Context: an optimization exercise on an open-source flow, tuned for small area. The choices shown serve that exercise and are no tape-out recipe. In this exercise RTL edits were held to simulation tests only and were not proved equivalent to the original. Power is estimated from default activity; no workload was simulated.

$ cat run.sh
#!/bin/bash
# synth_recipe.tcl (not shown) runs the flow's synth.tcl, then flattens the netlist and writes it again
# the make line also repeats each setting of config.mk as NAME=value (left out here)
make -C /OpenROAD-flow-scripts/flow DESIGN_CONFIG=/design/flow/config.mk WORK_HOME=/design/flow/orfs CLKGATE_MAP_FILE= SYNTH_SCRIPT=/design/flow/synth_recipe.tcl finish
$ cat config.mk
export PLATFORM = sky130hd
export DESIGN_NAME = regfile_top
export DESIGN_NICKNAME = regfile_top
export VERILOG_FILES = /design/flow/design.v
export SDC_FILE = /design/flow/constraint.sdc
export NUM_CORES = 8
export LEC_CHECK = 0
export CAP_MARGIN = 20
export CORE_MARGIN = 2
export CORE_UTILIZATION = 40
export SLEW_MARGIN = 20
$ cat constraint.sdc
create_clock -name core_clock -period 4.0 [get_ports {clk_i}]
set_input_delay 0.8000 -clock core_clock [delete_from_list [all_inputs] [get_ports {clk_i}]]
set_output_delay 0.8000 -clock core_clock [all_outputs]
set_load 0.01 [all_outputs]
$ cat design.v
package regfile_mp_pkg;
    localparam int RF_DATA_W = 32;
    localparam int RF_ADDR_W = 5;
    localparam logic [RF_DATA_W-1:0] RF_ZERO_WORD = '0;
    localparam int RF_PAR_W = 0;
    typedef enum logic {
        RF_IDLE  = 1'b0,
        RF_CLEAR = 1'b1
    } rf_state_e;
endpackage
module regfile_rd_port
#(
    parameter int DATA_W   = regfile_mp_pkg::RF_DATA_W,
    parameter int ADDR_W   = regfile_mp_pkg::RF_ADDR_W,
    parameter int N_WR     = 1,
    parameter int ZERO_REG = 1,
    parameter int ENTRY_W  = DATA_W + regfile_mp_pkg::RF_PAR_W
) (
    input  logic                     clk_i,
    input  logic                     rst_ni,
    input  logic [ADDR_W-1:0]        raddr_i,
    input  logic [ENTRY_W-1:0]       entry_i,
    input  logic [N_WR-1:0]          we_acc_i,
    input  logic [N_WR*ADDR_W-1:0]   waddr_i,
    input  logic [N_WR*DATA_W-1:0]   wdata_i,
    output logic [DATA_W-1:0]        rdata_o
);
    logic [DATA_W-1:0] rdata_d, rdata_q;
    always_comb begin
        rdata_d = entry_i[DATA_W-1:0];
        for (int k = 0; k < N_WR; k++) begin
            if (we_acc_i[k] && (waddr_i[k*ADDR_W +: ADDR_W] == raddr_i)) begin
                rdata_d = wdata_i[k*DATA_W +: DATA_W];
            end
        end
        if ((ZERO_REG != 0) && (raddr_i == '0)) begin
            rdata_d = DATA_W'(regfile_mp_pkg::RF_ZERO_WORD);
        end
    end
    always_ff @(posedge clk_i or negedge rst_ni) begin
        if (!rst_ni) begin
            rdata_q <= '0;
        end else begin
            rdata_q <= rdata_d;
        end
    end
    assign rdata_o = rdata_q;
endmodule
module regfile_mp
#(
    parameter int DATA_W   = regfile_mp_pkg::RF_DATA_W,
    parameter int ADDR_W   = regfile_mp_pkg::RF_ADDR_W,
    parameter int N_RD     = 2,
    parameter int N_WR     = 1,
    parameter int ZERO_REG = 1
) (
    input  logic                     clk_i,
    input  logic                     rst_ni,
    input  logic [N_WR-1:0]          we_i,
    input  logic [N_WR*ADDR_W-1:0]   waddr_i,
    input  logic [N_WR*DATA_W-1:0]   wdata_i,
    input  logic [N_RD*ADDR_W-1:0]   raddr_i,
    input  logic                     clr_i,
    output logic                     busy_o,
    output logic [N_RD*DATA_W-1:0]   rdata_o
);
    localparam int DEPTH   = 2**ADDR_W;
    localparam int ENTRY_W = DATA_W + regfile_mp_pkg::RF_PAR_W;
    regfile_mp_pkg::rf_state_e          state_q, state_d;
    logic [ADDR_W-1:0]  ptr_q, ptr_d;
    logic [ENTRY_W-1:0] mem_q [DEPTH];
    logic [ENTRY_W-1:0] mem_d [DEPTH];
    logic [N_WR-1:0]    we_acc;
    always_comb begin
        we_acc = '0;
        for (int k = 0; k < N_WR; k++) begin
            we_acc[k] = we_i[k] && (state_q == regfile_mp_pkg::RF_IDLE) && !clr_i &&
                        !((ZERO_REG != 0) && (waddr_i[k*ADDR_W +: ADDR_W] == '0));
        end
    end
    always_ff @(posedge clk_i or negedge rst_ni) begin
        if (!rst_ni) begin
            state_q <= regfile_mp_pkg::RF_IDLE;
            ptr_q   <= '0;
        end else begin
            state_q <= state_d;
            ptr_q   <= ptr_d;
        end
    end
    always_comb begin
        state_d = state_q;
        ptr_d   = ptr_q;
        unique case (state_q)
            regfile_mp_pkg::RF_IDLE: begin
                if (clr_i) begin
                    state_d = regfile_mp_pkg::RF_CLEAR;
                    ptr_d   = '0;
                end
            end
            regfile_mp_pkg::RF_CLEAR: begin
                ptr_d = ptr_q + 1'b1;
                if (ptr_q == ADDR_W'(DEPTH-1)) begin
                    state_d = regfile_mp_pkg::RF_IDLE;
                    ptr_d   = '0;
                end
            end
            default: state_d = regfile_mp_pkg::RF_IDLE;
        endcase
    end
    always_comb begin
        busy_o = (state_q == regfile_mp_pkg::RF_CLEAR);
    end
    always_comb begin
        for (int i = 0; i < DEPTH; i++) begin
            mem_d[i] = mem_q[i];
        end
        if (state_q == regfile_mp_pkg::RF_CLEAR) begin
            mem_d[ptr_q] = '0;
        end else begin
            for (int k = 0; k < N_WR; k++) begin
                if (we_acc[k]) begin
                    mem_d[waddr_i[k*ADDR_W +: ADDR_W]] = wdata_i[k*DATA_W +: DATA_W];
                end
            end
        end
    end
    always_ff @(posedge clk_i or negedge rst_ni) begin
        if (!rst_ni) begin
            for (int i = 0; i < DEPTH; i++) begin
                mem_q[i] <= '0;
            end
        end else begin
            for (int i = 0; i < DEPTH; i++) begin
                mem_q[i] <= mem_d[i];
            end
        end
    end
    for (genvar j = 0; j < N_RD; j++) begin : g_rd
        regfile_rd_port #(
            .DATA_W   (DATA_W),
            .ADDR_W   (ADDR_W),
            .N_WR     (N_WR),
            .ZERO_REG (ZERO_REG),
            .ENTRY_W  (ENTRY_W)
        ) u_rd_port (
            .clk_i    (clk_i),
            .rst_ni   (rst_ni),
            .raddr_i  (raddr_i[j*ADDR_W +: ADDR_W]),
            .entry_i  (mem_q[raddr_i[j*ADDR_W +: ADDR_W]]),
            .we_acc_i (we_acc),
            .waddr_i  (waddr_i),
            .wdata_i  (wdata_i),
            .rdata_o  (rdata_o[j*DATA_W +: DATA_W])
        );
    end
endmodule
module regfile_top (
    input  logic         clk_i,
    input  logic         rst_ni,
    input  logic [1:0]   we_i,
    input  logic [9:0]   waddr_i,
    input  logic [63:0]  wdata_i,
    input  logic [9:0]   raddr_i,
    input  logic         clr_i,
    output logic         busy_o,
    output logic [63:0]  rdata_o
);
    regfile_mp #(
        .DATA_W   (32),
        .ADDR_W   (5),
        .N_RD     (2),
        .N_WR     (2),
        .ZERO_REG (1)
    ) u_rf (
        .clk_i   (clk_i),
        .rst_ni  (rst_ni),
        .we_i    (we_i),
        .waddr_i (waddr_i),
        .wdata_i (wdata_i),
        .raddr_i (raddr_i),
        .clr_i   (clr_i),
        .busy_o  (busy_o),
        .rdata_o (rdata_o)
    );
endmodule
==> flow_metrics.py, run 1 <==
metrics = {
    "run_status": {
        "status": "timing/DRC/antenna clean",
    },
    "final_layout": {
        "drive_above_1_share_pct": 14.8,
        "fin_cells": 11000,
        "layout.nets": 8523,
        "fillers": 17100,
        "design_area_mm2": 0.0879,
        "syn_to_final_growth_pct": 20.4,
        "multi_input_comb_area_mm2": 0.0436,
        "ff_latch_area_mm2": 0.0266,
    },
    "die": {
        "ios": 154,
        "dieWidth_um": 431,
        "die_h_um": 431,
        "start_util_pct": 40.3,
        "rows": 156,
        "dieArea_mm2": 0.186,
        "core-area_mm2": 0.181,
    },
    "detailed_routing": {
        "via_per_inst": 8.19,
        "initialDrtViolationCount": 19400,
        "drtPass1Iterations": 14,
        "avgRoutedWirePerCell_um": 52.8,
        "wl_um": 580000,
        "ant_nets": 0,
        "drc": 0,
        "vias": 90000,
    },
    "synthesis": {
        "synth.area.top_cells": "dfrtp_1 (36%), mux2i_1 (11%), a22o_1 (10%)",
        "netlist.top_cell.by_area": "dfrtp_1",
        "yosysMostFrequentCell": "dfrtp_1",
        "synthCells": 8415,
        "synth_edf_count": 0,
        "synth_ff_type": "dfrtp_1",
        "synth_fp_nets": 8510,
        "ys_seq_area_share_pct": 36.4,
        "async_flop_share_pct": 100,
        "postSynthAreaPerCell_um2": 8.67,
        "yosysUniqueCellTypes": 87,
        "synth-warning-count": 6,
        "synthTopCellsByCount": "dfrtp_1 (1,062), nor2_1 (1,033), a21oi_1 (912), a22o_1 (872), mux2i_1 (837)",
        "synthesis.area_mm2": 0.0730,
        "synth_top_area_share_pct": 36.4,
        "synth_seq_cells": 1062,
    },
    "setup_path": {
        "r2r_setup_slack_ns": 0.38,
        "worstRegToRegCells": 10,
        "slowest_stage": "nor2_4",
        "path_buf_inv": 3,
        "critPathTopFamily": "simple AND/OR/NAND/NOR gates",
        "start_kind": "flip-flop",
        "r2r_start": "u_rf.ptr_q[0]",
        "crit_chain": "inv_1, ha_1, nor4_2, or3_1, buf_4, nand4_1, nor2_1, nor2_4, buf_12, a22o_1",
        "rr_endpoint": "u_rf.mem_q[16][7]",
        "end_kind": "flip-flop",
        "crit_required_ns": 4.78,
        "crit_fanout": 15,
        "crit_arrival_ns": 4.41,
        "crit_type": "reg2reg",
        "slowest_delay_ns": 0.86,
    },
    "cts": {
        "cts.sinks": 1062,
        "ctsHtreeMaxLevel": 4,
        "post_cts_buffers": 0,
        "clock_latency_ns": 0.90,
        "cts-root-buf": "clkbuf_16",
        "ctsResizeCount": 0,
        "clk_path_buf_depth": 3,
        "cts_buffers": 137,
        "cts_tree": "yes",
        "clkTransAtPathRegs_ns": 0.06,
    },
    "sta": {
        "final.min_clock_period_ns": 3.62,
        "worst_slew_pin_slew_ns": 1.38,
        "max_freq_mhz": 276,
        "setup_slack_ns": 0.376,
        "finalHoldViolCount": 0,
        "rsz0062_at_grt": "false",
        "drv_slew": 0,
        "fin_worst_skew_ns": 0.0466,
        "post-route-period-util_pct": 90.6,
        "fin_setup_tns_ns": 0,
        "setup_viol": 0,
        "relSlewSlack_pct": 7.95,
    },
    "global_route": {
        "grt_pass1_wl_um": 751000,
        "antenna_found_initial": 80,
        "gr-total-overflow": 0,
        "grt_usage_pct": 60.2,
        "grt_pass1_vias": 79500,
        "grt_start_max_net_pins": 158,
    },
    "flow_run": {
        "maxCapViolCount": 0,
    },
    "pwr": {
        "power.share.clock_pct": 26.6,
        "pwr-share-comb_pct": 50.8,
        "internal_power_w": 0.0217,
        "seqPwrFrac_pct": 22.6,
        "p_leak_nw": 41.6,
        "p_per_area_mw_per_mm2": 553,
        "p_switching_w": 0.0269,
        "ir_worst_vdd_mv": 4.85,
        "switching_share_pct": 55.4,
        "total_power_w": 0.0486,
    },
    "placed_design": {
        "port_buffers": 153,
        "dp_slack_ns": 0.161,
        "numPlacedInstances": 10700,
        "hpwl_um": 359000,
        "dpl_cell_area_mm2": 0.0832,
        "gp_congestion": 1.06,
    },
    "hold_path": {
        "hold_path.class": "in2async",
    },
}
-- metal layers --
metal,vias up,GRT usage (%),share of wire (%)
met5,-,3.28,0.12
met4,46,54.5,11
li1,32100,-,-
met2,10500,75.8,37
met3,3520,36.0,17
met1,43900,69.5,34
-- kinds of logic (layout without fill, tap and decap cells) --
group | count (synthesis) | after routing | share of synthesized area [%]
AOI/OAI and AO/OA | 3304 | 3304 | 32.7
xor gates and xnor gates | 23 | 23 | 0.276
DFF | 1062 | 1062 | 36.4
buffers and inverters | 1057 | 1173 | 5.71
and+or+nand+nor | 2116 | 2116 | 13.2
other | 0 | 91 | 0
muxes | 847 | 847 | 11.6
adders and majority gates | 6 | 6 | 0.103
-- state kept, by name, indices dropped and copies added, names as in the netlist --
register and count:
u_rf.state_q 1, u_rf.mem_q 992, u_rf.g_rd.u_rd_port.rdata_q 64, u_rf.ptr_q 5
-- through the flow --
| stage | utilization, % | hold slack (ns) |
|---|---|---|
| after detailed placement | 46.0 | 0.501 |
| final | 48.6 | 0.493 |
| after global routing | 48.5 | 0.537 |
| after floorplan | - | 0.463 |
| after CTS | 48.4 | 0.0184 |
| after global placement | 46.0 | 0.500 |
-- worst max path at each step --
| stage | slack [ns] | depth (start not counted) | endpoint | startpoint |
|---|---|---|---|---|
| after CTS | 0.56 | 10 | u_rf.mem_q[11][20] | u_rf.ptr_q[0] |
| after detailed placement | 0.16 | 10 | u_rf.g_rd[1].u_rd_port.rdata_q[26] | raddr_i[9] |
| after global placement | 0.02 | 9 | u_rf.g_rd[1].u_rd_port.rdata_q[26] | raddr_i[7] |
| after global routing | 0.34 | 10 | u_rf.mem_q[16][7] | u_rf.ptr_q[0] |
| final | 0.38 | 10 | u_rf.mem_q[16][7] | u_rf.ptr_q[0] |
| after floorplan | 0.84 | 12 | u_rf.mem_q[9][10] | u_rf.ptr_q[2] |
-- final cells by class --
class | instances | share of cell area, %
Multi-Input combinational cell | 6296 | 49.6
Clock inverter | 43 | 0.518
Tap cell | 2370 | 3.37
Clock buffer | 199 | 4.52
Antenna cell | 91 | 0.259
Timing Repair Buffer | 919 | 11.5
Inverter | 12 | 0.0598
Sequential cell | 1062 | 30.2
-- power groups by stage --
stage / Sequential, W / Combinational, W / Clock, W
5_1_grt: 0.0110 / 0.0229 / 0.0132
3_5_place_dp: 0.0112 / 0.0219 / 0
2_1_floorplan: 0.0111 / 0.00605 / 0
4_1_cts: 0.0110 / 0.0219 / 0.0128
6_report: 0.0110 / 0.0247 / 0.0129
3_3_place_gp: 0.0112 / 0.0218 / 0
-- cells in the final DEF (no fill, tap or decap), drive strengths merged, types with 140 or more instances in the layout --
cell type	count
a21oi	912
a221oi	174
a22o	872
a22oi	594
and3	173
buf	778
clkbuf	199
clkdlybuf4s50	140
dfrtp	1062
mux2i	837
nand2	432
nor2	1035
-- timing repair --
item / CTS / global route
endpoints found under the setup margin: 0 / 0
hold buffers: 0 / 1
hold endpoints to repair: 0 / 6
==> inputs of run 2 (changes only) <==
==> design.v (replaced) <==
package regfile_mp_pkg;
    localparam int RF_DATA_W = 32;
    localparam int RF_ADDR_W = 5;
endpackage
module regfile_inv (
    input  logic a,
    output logic y
);
    assign y = ~a;
endmodule
module regfile_nand2 (
    input  logic a, b,
    output logic y
);
    assign y = ~(a & b);
endmodule
module regfile_aoi222 (
    input  logic a1, a2, b1, b2, c1, c2,
    output logic y
);
    assign y = ~((a1 & a2) | (b1 & b2) | (c1 & c2));
endmodule
module regfile_nand_n #(
    parameter int N = 4
) (
    input  logic [N-1:0] a,
    output logic         y
);
    assign y = ~&a;
endmodule
module regfile_or_n #(
    parameter int N = 3
) (
    input  logic [N-1:0] a,
    output logic         y
);
    assign y = |a;
endmodule
module regfile_bit (
    input  logic clk_i,
    input  logic h1_i,
    input  logic h0_i,
    input  logic hold_i,
    input  logic wd1_i,
    input  logic wd0_i,
    output logic q_o
);
    logic d_n, d;
    regfile_aoi222 u_next (.a1(h1_i), .a2(wd1_i), .b1(h0_i), .b2(wd0_i), .c1(hold_i), .c2(q_o), .y(d_n));
    regfile_inv    u_inv  (.a(d_n), .y(d));
    always_ff @(posedge clk_i) begin
        q_o <= d;
    end
endmodule
module regfile_rd_bit (
    input  logic [30:0] sel_i,
    input  logic [30:0] d_i,
    output logic        q_o
);
    logic [10:0] part_n;    
    logic [2:0]  grp;       
    for (genvar g = 0; g < 10; g++) begin : g_aoi
        regfile_aoi222 u_aoi (
            .a1(sel_i[3*g]),   .a2(d_i[3*g]),
            .b1(sel_i[3*g+1]), .b2(d_i[3*g+1]),
            .c1(sel_i[3*g+2]), .c2(d_i[3*g+2]),
            .y (part_n[g])
        );
    end
    regfile_nand2 u_last (.a(sel_i[30]), .b(d_i[30]), .y(part_n[10]));
    regfile_nand_n #(.N(4)) u_g0 (.a(part_n[3:0]),  .y(grp[0]));
    regfile_nand_n #(.N(4)) u_g1 (.a(part_n[7:4]),  .y(grp[1]));
    regfile_nand_n #(.N(3)) u_g2 (.a(part_n[10:8]), .y(grp[2]));
    regfile_or_n   #(.N(3)) u_or (.a(grp), .y(q_o));
endmodule
module regfile_rd_port
#(
    parameter int DATA_W = regfile_mp_pkg::RF_DATA_W,
    parameter int DEPTH  = 32
) (
    input  logic [DEPTH-1:1]          sel_i,
    input  logic [DEPTH*DATA_W-1:0]   mem_i,
    output logic [DATA_W-1:0]         rdata_o
);
    for (genvar b = 0; b < DATA_W; b++) begin : g_bit
        logic [DEPTH-1:1] col;
        for (genvar e = 1; e < DEPTH; e++) begin : g_col
            assign col[e] = mem_i[e*DATA_W + b];
        end
        regfile_rd_bit u_bit (
            .sel_i (sel_i),
            .d_i   (col),
            .q_o   (rdata_o[b])
        );
    end
endmodule
module regfile_mp
#(
    parameter int DATA_W = regfile_mp_pkg::RF_DATA_W,
    parameter int ADDR_W = regfile_mp_pkg::RF_ADDR_W
) (
    input  logic                  clk_i,
    input  logic                  rst_ni,
    input  logic [1:0]            we_i,
    input  logic [2*ADDR_W-1:0]   waddr_i,
    input  logic [2*DATA_W-1:0]   wdata_i,
    input  logic [2*ADDR_W-1:0]   raddr_i,
    input  logic                  clr_i,
    output logic                  busy_o,
    output logic [2*DATA_W-1:0]   rdata_o
);
    localparam int DEPTH = 2**ADDR_W;
    logic              busy_q;
    logic [ADDR_W-1:0] ptr_q;
    logic [DEPTH-1:1]  valid_q;
    logic [DATA_W-1:0] mem_q [1:DEPTH-1];
    logic [ADDR_W-1:0] wa0, wa1;
    logic [DATA_W-1:0] wd0, wd1;
    logic              wr_ok;
    logic [DEPTH-1:1]  h0, h1, hold, clr_e;
    assign wa0 = waddr_i[0 +: ADDR_W];
    assign wa1 = waddr_i[ADDR_W +: ADDR_W];
    assign wd0 = wdata_i[0 +: DATA_W];
    assign wd1 = wdata_i[DATA_W +: DATA_W];
    assign wr_ok = !busy_q && !clr_i;
    always_comb begin
        for (int e = 1; e < DEPTH; e++) begin
            h1[e]    = we_i[1] && wr_ok && (wa1 == ADDR_W'(e));
            h0[e]    = we_i[0] && wr_ok && (wa0 == ADDR_W'(e)) && !h1[e];
            hold[e]  = !(h0[e] || h1[e]);
            clr_e[e] = busy_q && (ptr_q == ADDR_W'(e));
        end
    end
    always_ff @(posedge clk_i or negedge rst_ni) begin
        if (!rst_ni) begin
            busy_q <= 1'b0;
            ptr_q  <= '0;
        end else begin
            busy_q <= busy_q ? (ptr_q != ADDR_W'(DEPTH-1)) : clr_i;
            ptr_q  <= busy_q ? ptr_q + 1'b1 : '0;
        end
    end
    assign busy_o = busy_q;
    always_ff @(posedge clk_i or negedge rst_ni) begin
        if (!rst_ni) begin
            valid_q <= '0;
        end else begin
            valid_q <= (valid_q & ~clr_e) | h0 | h1;
        end
    end
    for (genvar e = 1; e < DEPTH; e++) begin : g_word
        for (genvar b = 0; b < DATA_W; b++) begin : g_bit
            regfile_bit u_bit (
                .clk_i  (clk_i),
                .h1_i   (h1[e]),
                .h0_i   (h0[e]),
                .hold_i (hold[e]),
                .wd1_i  (wd1[b]),
                .wd0_i  (wd0[b]),
                .q_o    (mem_q[e][b])
            );
        end
    end
    logic ptr_valid;
    always_comb begin
        ptr_valid = 1'b0;
        for (int e = 1; e < DEPTH; e++) begin
            if (ptr_q == ADDR_W'(e)) ptr_valid = valid_q[e];
        end
    end
    logic [DEPTH*DATA_W-1:0] mem_flat;
    always_comb begin
        mem_flat[0 +: DATA_W] = '0;
        for (int e = 1; e < DEPTH; e++) begin
            mem_flat[e*DATA_W +: DATA_W] = mem_q[e];
        end
    end
    for (genvar j = 0; j < 2; j++) begin : g_rd
        logic [ADDR_W-1:0] raddr_q;
        logic              keep_q;    
        logic [DEPTH-1:1]  sel;
        always_ff @(posedge clk_i or negedge rst_ni) begin
            if (!rst_ni) begin
                raddr_q <= '0;
                keep_q  <= 1'b0;
            end else begin
                raddr_q <= raddr_i[j*ADDR_W +: ADDR_W];
                keep_q  <= busy_q && ptr_valid && (raddr_i[j*ADDR_W +: ADDR_W] == ptr_q);
            end
        end
        always_comb begin
            for (int e = 1; e < DEPTH; e++) begin
                sel[e] = (raddr_q == ADDR_W'(e)) && (valid_q[e] || keep_q);
            end
        end
        regfile_rd_port #(
            .DATA_W (DATA_W),
            .DEPTH  (DEPTH)
        ) u_rd_port (
            .sel_i   (sel),
            .mem_i   (mem_flat),
            .rdata_o (rdata_o[j*DATA_W +: DATA_W])
        );
    end
endmodule
module regfile_top (
    input  logic         clk_i,
    input  logic         rst_ni,
    input  logic [1:0]   we_i,
    input  logic [9:0]   waddr_i,
    input  logic [63:0]  wdata_i,
    input  logic [9:0]   raddr_i,
    input  logic         clr_i,
    output logic         busy_o,
    output logic [63:0]  rdata_o
);
    regfile_mp #(
        .DATA_W   (32),
        .ADDR_W   (5)
    ) u_rf (
        .clk_i   (clk_i),
        .rst_ni  (rst_ni),
        .we_i    (we_i),
        .waddr_i (waddr_i),
        .wdata_i (wdata_i),
        .raddr_i (raddr_i),
        .clr_i   (clr_i),
        .busy_o  (busy_o),
        .rdata_o (rdata_o)
    );
endmodule
--- a/config.mk
+++ b/config.mk
@@ -9,3 +9,5 @@
 export CORE_MARGIN = 2
 export CORE_UTILIZATION = 40
 export SLEW_MARGIN = 20
+export SYNTH_HIERARCHICAL = 1
+export SYNTH_MINIMUM_KEEP_SIZE = 0
==> run 2 against run 1 <==
Routed wire length decreased by 54%; clock power down 13%; combinational power decreased by 86%; design area down 31%; total power shrank 45%; critical path type is now reg2out; count of clock-buffer cells in the layout shrank 34; the layout now fails its checks (negative setup slack); critical path depth stayed put; sequential power grew about 10%.
==> flow_metrics.py, run 2 <==
metrics = {
    "global_route": {
        "antenna_found_initial": 8,
        "grt_pass1_wl_um": 361000,
        "grt_usage_pct": 41.7,
        "grt_start_max_net_pins": 34,
        "gr-total-overflow": 0,
        "grt_pass1_vias": 49500,
    },
    "placed_design": {
        "gp_congestion": 1.01,
        "port_buffers": 153,
        "hpwl_um": 151000,
        "dp_slack_ns": -0.158,
    },
    "detailed_routing": {
        "drc": 0,
        "initialDrtViolationCount": 22400,
        "via_per_inst": 7.95,
        "ant_nets": 0,
        "avgRoutedWirePerCell_um": 38.2,
        "drtPass1Iterations": 28,
        "vias": 55000,
        "wl_um": 264000,
    },
    "cts": {
        "cts_tree": "yes",
        "cts_buffers": 111,
        "clock_latency_ns": 0.76,
        "postCtsHoldBufs": 0,
        "cts.sinks": 1041,
        "clk_path_buf_depth": 3,
        "cts-root-buf": "clkbuf_16",
        "ctsHtreeMaxLevel": 3,
        "clkTransAtPathRegs_ns": 0.06,
    },
    "setup_path": {
        "crit_arrival_ns": 3.54,
        "slowest_stage": "a222oi_1",
        "crit_chain": "buf_6, nor2_4, nor3_4, buf_12, buf_12, a222oi_1, nand4_1, buf_4, or3_4, buf_6",
        "r2r_start": "u_rf.ptr_q[0]",
        "crit_required_ns": 3.20,
        "worstRegToRegCells": 8,
        "end_kind": "primary output",
        "crit_fanout": 16,
        "r2r_setup_slack_ns": 0.95,
        "crit_type": "reg2out",
        "start_kind": "flip-flop",
        "slowest_delay_ns": 0.52,
        "rr_endpoint": "u_rf.g_rd[1].keep_q",
    },
    "final_layout": {
        "syn_to_final_growth_pct": 33.5,
        "top_register": "u_rf.g_word.g_bit.u_bit.q_o",
        "fillers": 10200,
        "largest_reg_flops": 992,
        "final_common_cell": "a222oi_1",
        "layout.nets": 5396,
        "layout_common_cells": "a222oi_1 (1,632), inv_1 (1,000), dfxtp_1 (992), buf_4 (346), nand4_1 (128)",
        "drive_above_1_share_pct": 20.6,
        "biggestRegsByFlops": "u_rf.g_word.g_bit.u_bit.q_o x992, u_rf.valid_q x31, u_rf.g_rd.raddr_q x10",
    },
    "run_status": {
        "failed_checks": "negative setup slack",
        "status": "complete, but fails checks",
    },
    "pwr": {
        "p_per_area_mw_per_mm2": 440,
        "ir_worst_vdd_mv": 0.350,
        "p_leak_nw": 29.5,
    },
    "sta": {
        "post-route-period-util_pct": 109,
        "whs_ns": 0.163,
        "relSlewSlack_pct": 17.9,
        "worst_slew_pin_slew_ns": 1.23,
        "max_freq_mhz": 230,
        "setup_viol": 64,
        "rsz0062_at_grt": "true",
        "final.min_clock_period_ns": 4.34,
        "drv_slew": 0,
        "setup_slack_ns": -0.344,
        "finalHoldViolCount": 0,
        "fin_worst_skew_ns": 0.0428,
    },
    "die": {
        "dieWidth_um": 342,
        "dieArea_mm2": 0.117,
        "start_util_pct": 40.1,
        "die_h_um": 342,
        "core-area_mm2": 0.114,
        "ios": 154,
        "rows": 124,
    },
    "synthesis": {
        "synthCells": 4521,
        "synthesis.area_mm2": 0.0457,
        "postSynthAreaPerCell_um2": 10.1,
        "synth-warning-count": 9,
        "synth_fp_nets": 4616,
    },
    "hold_path": {
        "hold_path.class": "in2async",
    },
    "flow_run": {
        "maxCapViolCount": 0,
    },
}
run 2: power breakdown:
group | switching (W) | leakage (nW) | internal (W) | total, W
clock network | 0.00473 | 1.94 | 0.00646 | 0.0112
registers | 0.000906 | 8.61 | 0.0112 | 0.0121
logic | 0.00216 | 18.9 | 0.00139 | 0.00355
total | 0.00780 | 29.5 | 0.0190 | 0.0268
run 2: how the worst max path moves through the flow:
stage / startpoint / depth (start not counted) / slack [ns] / endpoint
after global routing: u_rf.g_rd[0].raddr_q[4] / 9 / -0.25 / rdata_o[26]
after CTS: u_rf.g_rd[0].raddr_q[4] / 10 / -0.18 / rdata_o[29]
after floorplan: u_rf.g_rd[0].raddr_q[1] / 5 / 0.002 / rdata_o[0]
after detailed placement: u_rf.g_rd[1].raddr_q[4] / 9 / -0.16 / rdata_o[33]
final: u_rf.g_rd[1].keep_q / 10 / -0.34 / rdata_o[33]
after global placement: u_rf.g_rd[1].raddr_q[4] / 8 / -0.51 / rdata_o[33]
run 2: cell type report:
| type | count | area (um^2) | area share, % |
|---|---|---|---|
| diodes | 6 | 15.0 | 0.0246 |
| repair buffers | 707 | 7850 | 12.9 |
| well taps | 1512 | 1890 | 3.10 |
| clock buffers | 165 | 3390 | 5.55 |
| flip-flops and latches | 1041 | 21100 | 34.6 |
| inverters | 1001 | 3760 | 6.16 |
| clock inverters | 40 | 549 | 0.900 |
| multi-input cells | 2439 | 22500 | 36.8 |
run 2: stage by stage:
stage          setup TNS [ns]  area, um^2  util [%]  total power, W  std cells
3_3_place_gp            -7.89       54100      47.5          0.0152       6567
5_1_grt                 -9.65       61000      53.6          0.0275       6907
3_5_place_dp           -0.387       54200      47.6          0.0153       6572
2_1_floorplan               0       45800         -          0.0138       4521
4_1_cts                 -2.87       60000      52.7          0.0265       6851
6_report               -11.84       61000      53.6          0.0268       6911
run 2: metal layers:
metal / routed length [um] / up-vias / GRT usage (%)
li1: - / 21600 / -
met1: 90400 / 26200 / 54.1
met2: 104000 / 5978 / 58.6
met3: 48900 / 1173 / 15.0
met4: 20800 / 4 / 25.4
met5: 27 / - / 0
run 2: critical path: cells and delay by family (launching register included):
kind,cells,cell delay [ns]
AOI/OAI and AO/OA,1,0.52
buffers and inverters,5,0.88
DFF,1,0.47
and+or+nand+nor,4,0.91
run 2: timing repair:
| item | 4_1_cts | 5_1_grt |
|---|---|---|
| cloned | 25 | 10 |
| setup endpoints to repair | 64 | 64 |
| resized for setup | 499 | 96 |
| buffers inserted | 50 | 47 |
| pin swaps | 305 | 180 |

## port drivers added, routing unchanged
Ports are ideal in the flow. The routed layouts listed here were re-timed in OpenROAD. Step 1, drivers: a clkbuf_16 drives clk_i and a buf_2 each remaining input, both assumed. Step 2 moves the port delays by t, midway between the first and last clock arrival at a register: inputs arrive t later, outputs are due t later. That takes back most of the time a late clock gives input paths. a / b / c = ideal / step 1 / step 2; a / b = the first two.
run	t, ns	setup WS [ns]	hold slack, ns	worst setup path after step 2	worst data-port slew with drivers (ns)
run 1	0.973	0.376 / 0.376 / -0.294	0.493 / 0.415 / 0.526	input to register	0.16
run 2	0.807	-0.344 / -0.423 / 0.213	0.163 / 0.108 / 0.507	input to register	0.04
Met with ideal ports but missed after step 2: setup timing in run 1. For run 1, which loses most, drivers alone change the setup slack by 0.000 ns; drivers and shift together by -0.670 ns.
